This is an optimization exercise on Yosys and OpenROAD, whose aim is small area and a short achievable clock period, not a production implementation. Where RTL was checked, it was by simulation tests only, not by an equivalence proof against the original. Function not checked in run 2: the RTL went through the layout flow alone. Power and IR drop assume default switching activity.

==> flow/design.v, too long to show whole: its modules and the start of the top module <==
// module booth_sd: 65 lines
// module bbox_top: 4314 lines
module bbox_top #(
    parameter int SIGFIG     = 24,
    parameter int RADIX      = 10,
    parameter int PIPE_DEPTH = 3
) (
    input  logic                clk,
    input  logic                rst_n,
    input  logic [9*SIGFIG-1:0] tri_in,
    input  logic [3*SIGFIG-1:0] color_in,
    input  logic                valid_in,
    input  logic                halt,
    input  logic [2*SIGFIG-1:0] screen,
    input  logic [3:0]          subsample,
    output logic [9*SIGFIG-1:0] tri_out,
    output logic [3*SIGFIG-1:0] color_out,
    output logic [4*SIGFIG-1:0] box_out,
    output logic                valid_out
);
  // ...
==> flow/flow/run.sh <==
#!/bin/bash
# Standard layout, with timing repair asked to leave extra setup slack so the
# resizer works on the paths that set the achieved period.
set -euo pipefail
bash standard.sh SETUP_SLACK_MARGIN=10.6 TNS_END_PERCENT=30 finish > make_finish.log 2>&1
==> flow/standard.sh <==
#!/bin/bash
# synth_recipe.tcl (not shown) runs the flow's synth.tcl, then flattens the netlist and writes it again
# the make line also repeats each setting of config.mk as NAME=value (left out here)
make -C /OpenROAD-flow-scripts/flow DESIGN_CONFIG=/design/flow/config.mk WORK_HOME=/design/flow/orfs CLKGATE_MAP_FILE= SYNTH_SCRIPT=/design/flow/synth_recipe.tcl "${@:-finish}"
==> flow/config.mk <==
export PLATFORM = sky130hd
export DESIGN_NAME = bbox_top
export DESIGN_NICKNAME = bbox_top
export VERILOG_FILES = /design/flow/design.v
export SDC_FILE = /design/flow/constraint.sdc
export NUM_CORES = 4
export LEC_CHECK = 0
export ABC_CLOCK_PERIOD_IN_PS = 4000
export CAP_MARGIN = 20
export CORE_MARGIN = 2
export CORE_UTILIZATION = 45
export SLEW_MARGIN = 20
==> flow/constraint.sdc <==
create_clock -name core_clock -period 15.0 [get_ports {clk}]
set_input_delay 3.0000 -clock core_clock [delete_from_list [all_inputs] [get_ports {clk}]]
set_output_delay 3.0000 -clock core_clock [all_outputs]
set_load 0.01 [all_outputs]
==> notes.md, run 1 <==
- The flow ran to the end and the layout has no timing, DRC or antenna violations.
- The most frequently used cell type in the post-synthesis netlist is edfxtp_1.
- For the clock group, total power comes out at 0.00342 W.
- The fill cell total of the finished layout is approximately 15000.
- The share of the core filled with cells in the final layout is 0.555.
- The worst slack on hold paths is 0.403 ns.
- The peak fanout along the critical path is 4.
- The via density per instance is around 5.7.
- The count of cells along the worst hold path is 0.
- The fraction of the mapped netlist area in simple logic gates is 0.0419.
- In the final layout, the registers with the most flip-flops are t0 x216, t1 x216, t2 x216.
- By area, the combinational part of the netlist is dominated by adder cells.
- The sequential-cell power consumption is around 0.006 W.
- The synthesized instance count is ~6700.
- In the synthesized netlist the dominant register cell turns out to be edfxtp_1.
- The worst register-to-register path has a depth of 15.
- Measured against its own limit, the worst slew margin works out to 0.356.
- Clock tree synthesis found a total of roughly 1300 sinks.
- The layout-stage area growth over the synthesis result is 22.4%.
- The number of global-route vias before repair was 56919.
- The area share of xor/xnor cells in the synthesized design is 0.0761.
- Port buffering added 714 buffers.
- The met1 track demand over resource in global routing is 0.356.
- In this run the worst hold path is classified as register to register.
- The depth of the CTS H-tree is 4.
- Of the total synthesized cell area, the portion taken by full adders, half adders and majority gates is 0.207.
- In the final routed layout, each cell accounts on average for 26.5 um.
- The accumulated negative setup slack is 0 ns.
- For this run, the total global-route usage over all layers was measured as 0.271.
- The portion of synthesized area spent on multiplexers is 0.0190.
- The transition at the pin with the smallest max-transition slack is around 0.94 ns.
- The synthesis warning total is 28.
- VDD sags by at most 464 uV.
- The clock period could shrink to 4.75 ns.
- Wire segments on met3 add up to 24100 um in the final route.
==> run 2: changes to the inputs <==
--- a/flow/design.v
+++ b/flow/design.v
@@ -107,32 +107,33 @@
     logic [D-1:0] b1_one_in, b1_two_in, b1_neg_in;
     logic [D-1:0] b2_one_in, b2_two_in, b2_neg_in;
     booth_sd #(.W(W)) bsd1_i (
         .p(pi[1][1]), .q(pi[0][1]), .one(b1_one_in), .two(b1_two_in), .neg(b1_neg_in)
     );
     booth_sd #(.W(W)) bsd2_i (
         .p(pi[2][1]), .q(pi[1][1]), .one(b2_one_in), .two(b2_two_in), .neg(b2_neg_in)
     );
-    logic [5:0] lt_in;
+    logic [1:0] lty_in;
     always_comb begin
-        for (int a = 0; a < 2; a++) begin
-            lt_in[a*3+0] = pi[0][a] < pi[1][a];
-            lt_in[a*3+1] = pi[0][a] < pi[2][a];
-            lt_in[a*3+2] = pi[1][a] < pi[2][a];
+        lty_in = 2'b00;
+        for (int j = 0; j < D; j++) begin
+            if (b1_one_in[j] || b1_two_in[j]) lty_in[0] = !b1_neg_in[j];
+            if (b2_one_in[j] || b2_two_in[j]) lty_in[1] = !b2_neg_in[j];
         end
     end
     logic [9*W-1:0] t0, t1, t2;
     logic [3*W-1:0] c0, c1, c2;
-    logic [2*W-1:0] scr0;
+    logic [2*W-1:0] scr0, scr1;
     logic [1:0]     k0, k1;
     logic           v0, v1, v2;
     logic [W:0]     ma1, ma2;
     logic [D-1:0]   b1_one, b1_two, b1_neg;
     logic [D-1:0]   b2_one, b2_two, b2_neg;
+    logic [1:0]     lty0;
     logic [5:0]     lt0;
     logic pp1_0_0;
     logic pp1_0_1;
     logic pp1_0_2;
     logic pp1_0_3;
     logic pp1_0_4;
     logic pp1_0_5;
     logic pp1_0_6;
@@ -3927,52 +3928,50 @@
     assign row0_a = {ac1875, ac1873, ac1871, ac1869, ac1867, ac1865, ac1863, ac1861, ac1859, ac1857, ac1855, ac1853, ac1851, ac1849, ac1847, ac1845, ac1843, ac1841, ac1839, ac1837, ac1835, ac1833, ac1831, ac1829, ac1827, ac1825, ac1823, ac1821, ac1819, ac1817, ac1815, ac1813, ac1811, ac1809, ac1807, ac1805, ac1803, ac1801, ac1799, ac1797, ac1795, ac1793};
     assign row1_a = {as1876, as1874, as1872, as1870, as1868, as1866, as1864, as1862, as1860, as1858, as1856, as1854, as1852, as1850, as1848, as1846, as1844, as1842, as1840, as1838, as1836, as1834, as1832, as1830, as1828, as1826, as1824, as1822, as1820, as1818, as1816, as1814, as1812, as1810, as1808, as1806, as1804, as1802, as1800, as1798, as1796, as1794};
     assign row2_a = {1'b1, pp2_12_24, as1778, as1774, as1770, as1766, as1762, as1758, as1754, as1750, as1746, as1742, as1738, as1734, as1730, as1726, as1722, as1718, as1714, as1710, as1706, as1702, as1698, as1694, as1690, as1686, as1682, as1678, as1674, as1670, as1666, as1662, as1658, as1654, as1650, as1646, as1642, as1638, as1634, as1630, as1626, as1622};
     assign lowa_a = {ac1891, ac1889, ac1887, ac1885, ac1883, ac1881, ac1879, as1878};
     assign lowb_a = {as1892, as1890, as1888, as1886, as1884, as1882, as1880, b2_neg[0]};
     assign xcar_a = {ac1893};
     assign lowsum_a = {1'b0, lowa_a} + {1'b0, lowb_a};
     assign cin_a    = lowsum_a[8];
+    always_comb begin
+        lt0[0] = ma2[W];                  
+        lt0[1] = coord_t'(t0[0*W +: W]) < coord_t'(t0[6*W +: W]);
+        lt0[2] = !ma1[W] && (|ma1);       
+        lt0[3] = lty0[0];
+        lt0[4] = coord_t'(t0[1*W +: W]) < coord_t'(t0[7*W +: W]);
+        lt0[5] = lty0[1];
+    end
     coord_t     pa     [3][2];
     coord_t     scra   [2];
     logic [1:0] losel  [2];
     logic [1:0] hisel  [2];
     logic [1:0] losel1 [2];
+    logic [1:0] hisel1 [2];
     coord_t     lo_a   [2];
-    coord_t     hi_a   [2];
-    coord_t     hisn_a [2];
-    coord_t     ur_a   [2];
-    coord_t     ur1    [2];
+    logic       hineg_a [2];
     logic       onscr_a;
-    logic [W-1:0] mask_a;
     always_comb begin
-        mask_a = {{(W-RADIX){1'b1}}, ~({RADIX{1'b1}} >> k0)};
         onscr_a = 1'b1;
         for (int a = 0; a < 2; a++) begin
             scra[a] = coord_t'(scr0[a*W +: W]);
             for (int v = 0; v < 3; v++) pa[v][a] = coord_t'(t0[(v*3+a)*W +: W]);
             if (lt0[a*3+0]) losel[a] = lt0[a*3+1] ? 2'd0 : 2'd2;
             else            losel[a] = lt0[a*3+2] ? 2'd1 : 2'd2;
             if (lt0[a*3+0]) hisel[a] = lt0[a*3+2] ? 2'd2 : 2'd1;
             else            hisel[a] = lt0[a*3+1] ? 2'd2 : 2'd0;
             case (losel[a])
                 2'd0:    lo_a[a] = pa[0][a];
                 2'd1:    lo_a[a] = pa[1][a];
                 default: lo_a[a] = pa[2][a];
             endcase
-            case (hisel[a])
-                2'd0:    hi_a[a] = pa[0][a];
-                2'd1:    hi_a[a] = pa[1][a];
-                default: hi_a[a] = pa[2][a];
-            endcase
-            hisn_a[a] = hi_a[a] & mask_a;
-            ur_a[a] = (hisn_a[a] > scra[a]) ? scra[a] : hisn_a[a];
+            hineg_a[a] = pa[0][a][W-1] & pa[1][a][W-1] & pa[2][a][W-1];
             if (lo_a[a] > scra[a]) onscr_a = 1'b0;
-            if (hi_a[a][W-1])      onscr_a = 1'b0;
+            if (hineg_a[a])        onscr_a = 1'b0;
         end
     end
     logic bs0;
     logic bc1;
     logic bs2;
     logic bc3;
     logic bs4;
     logic bc5;
@@ -4314,25 +4313,37 @@
     assign suma_b = {bc167, bc165, bc163, bc161, bc159, bc157, bc155, bc153, bc151, bc149, bc147, bc145, bc143, bc141, bc139, bc137, bc135, bc133, bc131, bc129, bc127, bc125, bc123, bc121, bc119, bc117, bc115, bc113, bc111, bc109, bc107, bc105, bc103, bc101, bc99, bc97, bc95, bc93, bc91, bc89, bc87, bs86};
     assign sumb_b = {bs168, bs166, bs164, bs162, bs160, bs158, bs156, bs154, bs152, bs150, bs148, bs146, bs144, bs142, bs140, bs138, bs136, bs134, bs132, bs130, bs128, bs126, bs124, bs122, bs120, bs118, bs116, bs114, bs112, bs110, bs108, bs106, bs104, bs102, bs100, bs98, bs96, bs94, bs92, bs90, bs88, xcar_1[0]};
     assign hsum_b = suma_b + sumb_b;
     logic backface_b;
     assign backface_b = hsum_b[42-1];
     logic [W-1:0] mask_b;
     coord_t lo_b [2];
     coord_t ll_b [2];
+    coord_t hi_b [2];
+    coord_t hisn_b [2];
+    coord_t ur_b [2];
+    coord_t scr_b [2];
     always_comb begin
         mask_b = {{(W-RADIX){1'b1}}, ~({RADIX{1'b1}} >> k1)};
         for (int a = 0; a < 2; a++) begin
+            scr_b[a] = coord_t'(scr1[a*W +: W]);
             case (losel1[a])
                 2'd0:    lo_b[a] = coord_t'(t1[(0*3+a)*W +: W]);
                 2'd1:    lo_b[a] = coord_t'(t1[(1*3+a)*W +: W]);
                 default: lo_b[a] = coord_t'(t1[(2*3+a)*W +: W]);
             endcase
+            case (hisel1[a])
+                2'd0:    hi_b[a] = coord_t'(t1[(0*3+a)*W +: W]);
+                2'd1:    hi_b[a] = coord_t'(t1[(1*3+a)*W +: W]);
+                default: hi_b[a] = coord_t'(t1[(2*3+a)*W +: W]);
+            endcase
             ll_b[a] = lo_b[a][W-1] ? '0 : (lo_b[a] & mask_b);
+            hisn_b[a] = hi_b[a] & mask_b;
+            ur_b[a] = (hisn_b[a] > scr_b[a]) ? scr_b[a] : hisn_b[a];
         end
     end
     logic [4*W-1:0] box2;
     always_ff @(posedge clk or negedge rst_n) begin
         if (!rst_n) begin
             v0 <= 1'b0;
             v1 <= 1'b0;
             v2 <= 1'b0;
@@ -4351,31 +4362,32 @@
             ma1       <= ma1_in;
             ma2       <= ma2_in;
             b1_one    <= b1_one_in;
             b1_two    <= b1_two_in;
             b1_neg    <= b1_neg_in;
             b2_one    <= b2_one_in;
             b2_two    <= b2_two_in;
             b2_neg    <= b2_neg_in;
-            lt0       <= lt_in;
+            lty0      <= lty_in;
             t1        <= t0;
             c1        <= c0;
             k1        <= k0;
             row0_1 <= row0_a;
             row1_1 <= row1_a;
             row2_1 <= row2_a;
             cin_1     <= cin_a;
             xcar_1    <= xcar_a;
-            ur1[0]    <= ur_a[0];
-            ur1[1]    <= ur_a[1];
+            scr1      <= scr0;
+            hisel1[0] <= hisel[0];
+            hisel1[1] <= hisel[1];
             losel1[0] <= losel[0];
             losel1[1] <= losel[1];
             t2        <= t1;
             c2        <= c1;
-            box2      <= {ur1[1], ur1[0], ll_b[1], ll_b[0]};
+            box2      <= {ur_b[1], ur_b[0], ll_b[1], ll_b[0]};
         end
     end
     assign tri_out   = t2;
     assign color_out = c2;
     assign box_out   = box2;
     assign valid_out = v2;
 endmodule
==> flow/flow/run.sh (replaced) <==
#!/bin/bash
# The standard layout (standard.sh, synthesis unchanged), with two changes:
#  - every port still gets its buffer, but a plain buf_1 rather than the delay
#    buffer buffer_ports picks by default; timing repair resizes it as needed
#  - timing repair is asked to leave extra setup slack, so the resizer works
#    on the paths that set the achieved period
set -euo pipefail
bash standard.sh SETUP_SLACK_MARGIN=10.6 TNS_END_PERCENT=30 \
    "BUFFER_PORTS_ARGS=-buffer_cell sky130_fd_sc_hd__buf_1" finish > make_finish.log 2>&1
==> notes.md, run 2 <==
- Biggest area contributors in the synthesized netlist: edfxtp_1 47%, fa_1 14%, ha_1 6.1%, a22oi_1 5.4%, xor2_1 4.5% (was edfxtp_1 48%, fa_1 14%, ha_1 6.2%, a22oi_1 5.7%, xor2_1 4.2%).
- The kind of critical path is input port to register (unchanged).
- The DRC violation total after the first TritonRoute iteration came to 6298 (was 5815).
- The layout net count is 9000 (was 8725).
- The initial core utilization is 0.452 (was 0.454).
- The share of total power in combinational logic was 0.625 (was 0.631).
- Setup repair after global routing missed its margin: yes (unchanged).
- The switching part of the total power is 0.425 (was 0.431).
- The via density per instance is 5.76 (was 5.75).
- Top library cells by usage in the layout, fill and taps aside: 1309 x edfxtp_1, 924 x inv_1, 651 x buf_1 (was 1309 x edfxtp_1, 854 x inv_1, 537 x a22oi_1).
- The maximum resistive drop on vdd is 340 uV (was 464 uV).
- The switching power summed over all nets came to 0.0111 W (was 0.0110 W).
- The top-area cell type share of the netlist area is 0.469 (was 0.479).
- The core box area is 185000 um^2 (was 181000 um^2).
- The average wire per standard cell came to 25.7 um (was 26.5 um).
- Synth top cells by count: 1309 x edfxtp_1, 971 x inv_1, 602 x a22oi_1 (was 1309 x edfxtp_1, 908 x inv_1, 620 x a22oi_1).
- The depth of the CTS H-tree is 4 (unchanged).
- The part of the power in the clock network was 0.145 (was 0.134).
- The top flip-flop cell by instance count after synthesis is edfxtp_1 (unchanged).
- The unique cell type count in the Yosys netlist is 100 (was 75).
- The share of flip-flops with an asynchronous set or reset after synthesis was 0.00229 (unchanged).
- The share of the core filled with cells in the final layout is 0.537 (was 0.555).
- The wire length of the first global-routing pass is 377000 um (was 375000 um).
- The average cell area after synthesis was 12.1 um^2 (was 12.3 um^2).
- The area of placed instances is 89100 um^2 (was 91700 um^2).
- The area of combinational cells with multiple inputs is 41300 um^2 (was 39700 um^2).
- The internal power contribution was 0.0150 W (was 0.0146 W).
- The worst-case hold path end point is c2[34] (was c1[19]).
- The top-level port count is 729 (unchanged).
- The sequential share of power is 0.230 (was 0.235).
- The most frequently used cell type in the post-synthesis netlist is edfxtp_1 (unchanged).
- The clock period minus final worst setup slack is 4.97 ns (was 4.75 ns).
- The number of endpoints with negative hold slack in the final report came to 0 (unchanged).
- The worst relative slew slack came to 0.307 (was 0.356).
- The leading cell type in the layout, fill and taps excluded is edfxtp_1 (unchanged).
- The global-route usage over all layers is 0.264 (was 0.271).
- The share of the cycle needed by the critical path after routing was 0.332 (was 0.317).
- The fill cell total of the finished layout is 15802 (was 15020).
- The number of cells on the worst reg-to-reg path was 18 (was 15).
- The sequential fraction of the synthesis area is 0.470 (was 0.480).
- The clock latency reported for the late side of the worst-skew pair is 0.82 ns (about the same).
- The final HPWL from detailed placement came to 178000 um (about the same).
- The register-to-register setup slack came to 10.18 ns (was 10.42 ns).
- The synthesized instance count came to 6912 (was 6653).
- The total power of the final layout is 0.0261 W (was 0.0256 W).
- The count of maximum capacitance violations is 0 (unchanged).
- The number of global-route vias before repair is 58697 (was 56919).
- The worst endpoint required time came to 15.54 ns (was 15.56 ns).
- The detailed-route via count is 59183 (was 56803).
- The peak fanout along the critical path is 5 (was 4).
- The worst clock skew is 0.0748 ns (was 0.0541 ns).
- The cell area power density is 262 nW/um^2 (was 254 nW/um^2).
- The worst min-delay path category is register to register (unchanged).
- The final standard cell area without fillers was 99500 um^2 (was 100000 um^2).
- The height of the die was 436 um (was 431 um).
- The startpoint of the lowest-slack register-to-register path is t0[183] (was ma1[16]).
- The mapped cell area was 83800 um^2 (was 82100 um^2).
- The kind of end point of the critical path is a register (unchanged).
- Largest registers in the final layout: t0 x216, t1 x216, t2 x216 (unchanged).
- The static leakage came to 39.4 nW (was 41.1 nW).
- The chip width is 436 um (was 431 um).
- The data arrival time of the critical path is 5.51 ns (was 5.31 ns).
- The clock transition at the registers of the reported paths is 0.06 ns (about the same).
- The worst hold path startpoint is c1[34] (was c0[19]).
- The worst slack on hold paths is 0.406 ns (was 0.403 ns).
- The share of cells above drive strength 1 is 0.152 (was 0.151).
- The transition at the pin with the smallest max-transition slack is 1.04 ns (was 0.942 ns).
- The number of setup violations in the final report is 0 (unchanged).
- The endpoint of the lowest-slack register-to-register path is v1 (was row1_1[13]).
- The final weighted congestion in routability-driven placement is 0.927 (was 0.924).
- The worst-case clock buffer depth is 3 (unchanged).
- The total global routing overflow is 0 (unchanged).
- The initial antenna violation count was 33 (was 32).
- The aggregate routed wire length came to 264000 um (was 262000 um).
- The count of clock tree sinks is 1312 (unchanged).
- The synthesis warning total was 32 (was 28).
- The number of buffers inserted during clock tree synthesis is 147 (was 143).
- The hold buffer count at cts is 0 (unchanged).
- The accumulated negative setup slack is 0 ns (unchanged).
- The post-synthesis cell type with the largest combined area is edfxtp_1 (unchanged).
- The number of nets with antenna violations after detailed routing is 0 (unchanged).
- The count of cells along the worst hold path is 0 (unchanged).
- The startpoint of the most critical setup path is tri_in[99] (was tri_in[144]).
- The critical path launch point type is an input port (unchanged).
- The number of input and output port buffers inserted is 714 (unchanged).
- The number of iterations in the first detailed-routing pass is 6 (was 9).
- The count of flip-flops with a built-in enable after synthesis was 1309 (unchanged).
- The master cell of the clock root buffer is clkbuf_16 (unchanged).
- The number of synthesized register bits is 1312 (unchanged).
- The number of pins exceeding their max-slew limit in the final report is 0 (unchanged).
- The peak clock frequency supported by timing is 201 MHz (was 210 MHz).
- The standard-cell row count came to 158 (was 156).
- The layout-stage area growth over the synthesis result is 18.7% (was 22.4%).
- The clock tree from TritonCTS is done (unchanged).
- Run status: complete, no violations (unchanged).
- The area of the die is 190000 um^2 (was 186000 um^2).
- The sequential cell area was 39400 um^2 (about the same).
- The pin count of the biggest net entering global routing is 195 (was 100).
- The number of design rule violations left after detail routing is 0 (unchanged).
## run 2: cell types whose count changed after synthesis, moves of 42 or more
| cell | delta |
|---|---|
| a2111oi_0 | +44 |
| xnor2_1 | -42 |
| nor4_1 | +55 |
| nor3_1 | +48 |
| inv_1 | +63 |
## run 2: power groups by stage
| stage | Clock (W) | Sequential, W | Combinational, W |
|---|---|---|---|
| final | 0.00378 | 0.00602 | 0.0163 |
| after global routing | 0.00400 | 0.00606 | 0.0187 |
| after CTS | 0.00386 | 0.00602 | 0.0154 |
| after detailed placement | 0 | 0.00610 | 0.0151 |
| after global placement | 0 | 0.00608 | 0.0147 |
| after floorplan | 0 | 0.00617 | 0.00989 |
## run 2: timing repair
action,in CTS,in global routing
gates resized for setup,215,651
pin swaps,52,206
endpoints found under the setup margin,1534,766
setup buffers,52,105
cloned,6,26
## run 2: final cells by class
cell class,count,area share
clock inverter,91,0.0133
tap,2480,0.0312
antenna,23,0.000578
timing repair inverter,2,0.000126
timing repair buffer,1064,0.0695
clock buffer,175,0.0380
inverter,972,0.0369
sequential,1312,0.396
multi-input combinational,4158,0.415
## run 2: worst max path at each step
| stage | endpoint | slack, ns | cells after the start |
|---|---|---|---|
| CTS | lty0[1] | 10.12 | 12 |
| global placement | scr0[24] | 7.95 | 5 |
| detailed placement | scr0[25] | 7.83 | 5 |
| finish | lty0[1] | 10.03 | 13 |
| global route | lty0[1] | 9.93 | 13 |
| floorplan | b1_neg[0] | -7.92 | 1 |
## run 2: logic make-up after synthesis
family          Yosys count  synth area share
compound gates         1439             0.121
xor+xnor                711            0.0743
fa+ha+maj              1000             0.202
buf+inv                1458            0.0662
flops                  1312             0.470
mux                     141            0.0178
other cells               1         0.0000447
simple gates            850            0.0484
## run 2: metrics by stage
step / cells / setup WS, ns
after detailed placement: 9799 / 7.83
after floorplan: 6927 / -7.92
after CTS: 10123 / 10.12
final: 10277 / 10.03
after global placement: 9799 / 7.95
after global routing: 10264 / 9.93
## run 2: routing by layer
metal,share of wire,track usage
met1,0.39,0.343
met2,0.46,0.422
met3,0.11,0.0643
met4,0.048,0.113
met5,0.00030,0
## run 2: critical path, stage by stage
cell,delay (ns)
buf_4,0.14
inv_2,0.07
ha_4,0.22
a21o_1,0.22
buf_4,0.15
o21ai_2,0.20
a21boi_0,0.16
a21oi_2,0.20
o2111ai_2,0.21
a311oi_4,0.41
o311ai_4,0.14
a211oi_2,0.26
o22ai_1,0.12

[separate check: timing with driven ports]
Ports are ideal in the flow. The routed layouts listed here were re-timed in OpenROAD.
Step 1: set_driving_cell puts a clkbuf_16 on clk and a buf_2 on each other input, an assumption about the parent block.
Step 2 moves the port delays by t, midway between the first and last clock arrival at a register: inputs arrive t later, outputs are due t later. That takes back most of the time a late clock gives input paths.
Three values: ideal ports, drivers, drivers and shift; two values: the first two.
run | t, ns | setup slack, ns | hold WS [ns] | worst setup path at the end
run 1 | 0.876 | 10.247 / 10.219 / 9.343 | 0.403 / 0.403 / 0.403 | input to register
run 2 | 0.867 | 10.026 / 10.089 / 9.222 | 0.406 / 0.406 / 0.406 | input to register
After both steps every run listed still meets setup and hold. For run 1, which loses most, drivers alone change the setup slack by -0.028 ns; drivers and shift together by -0.904 ns.
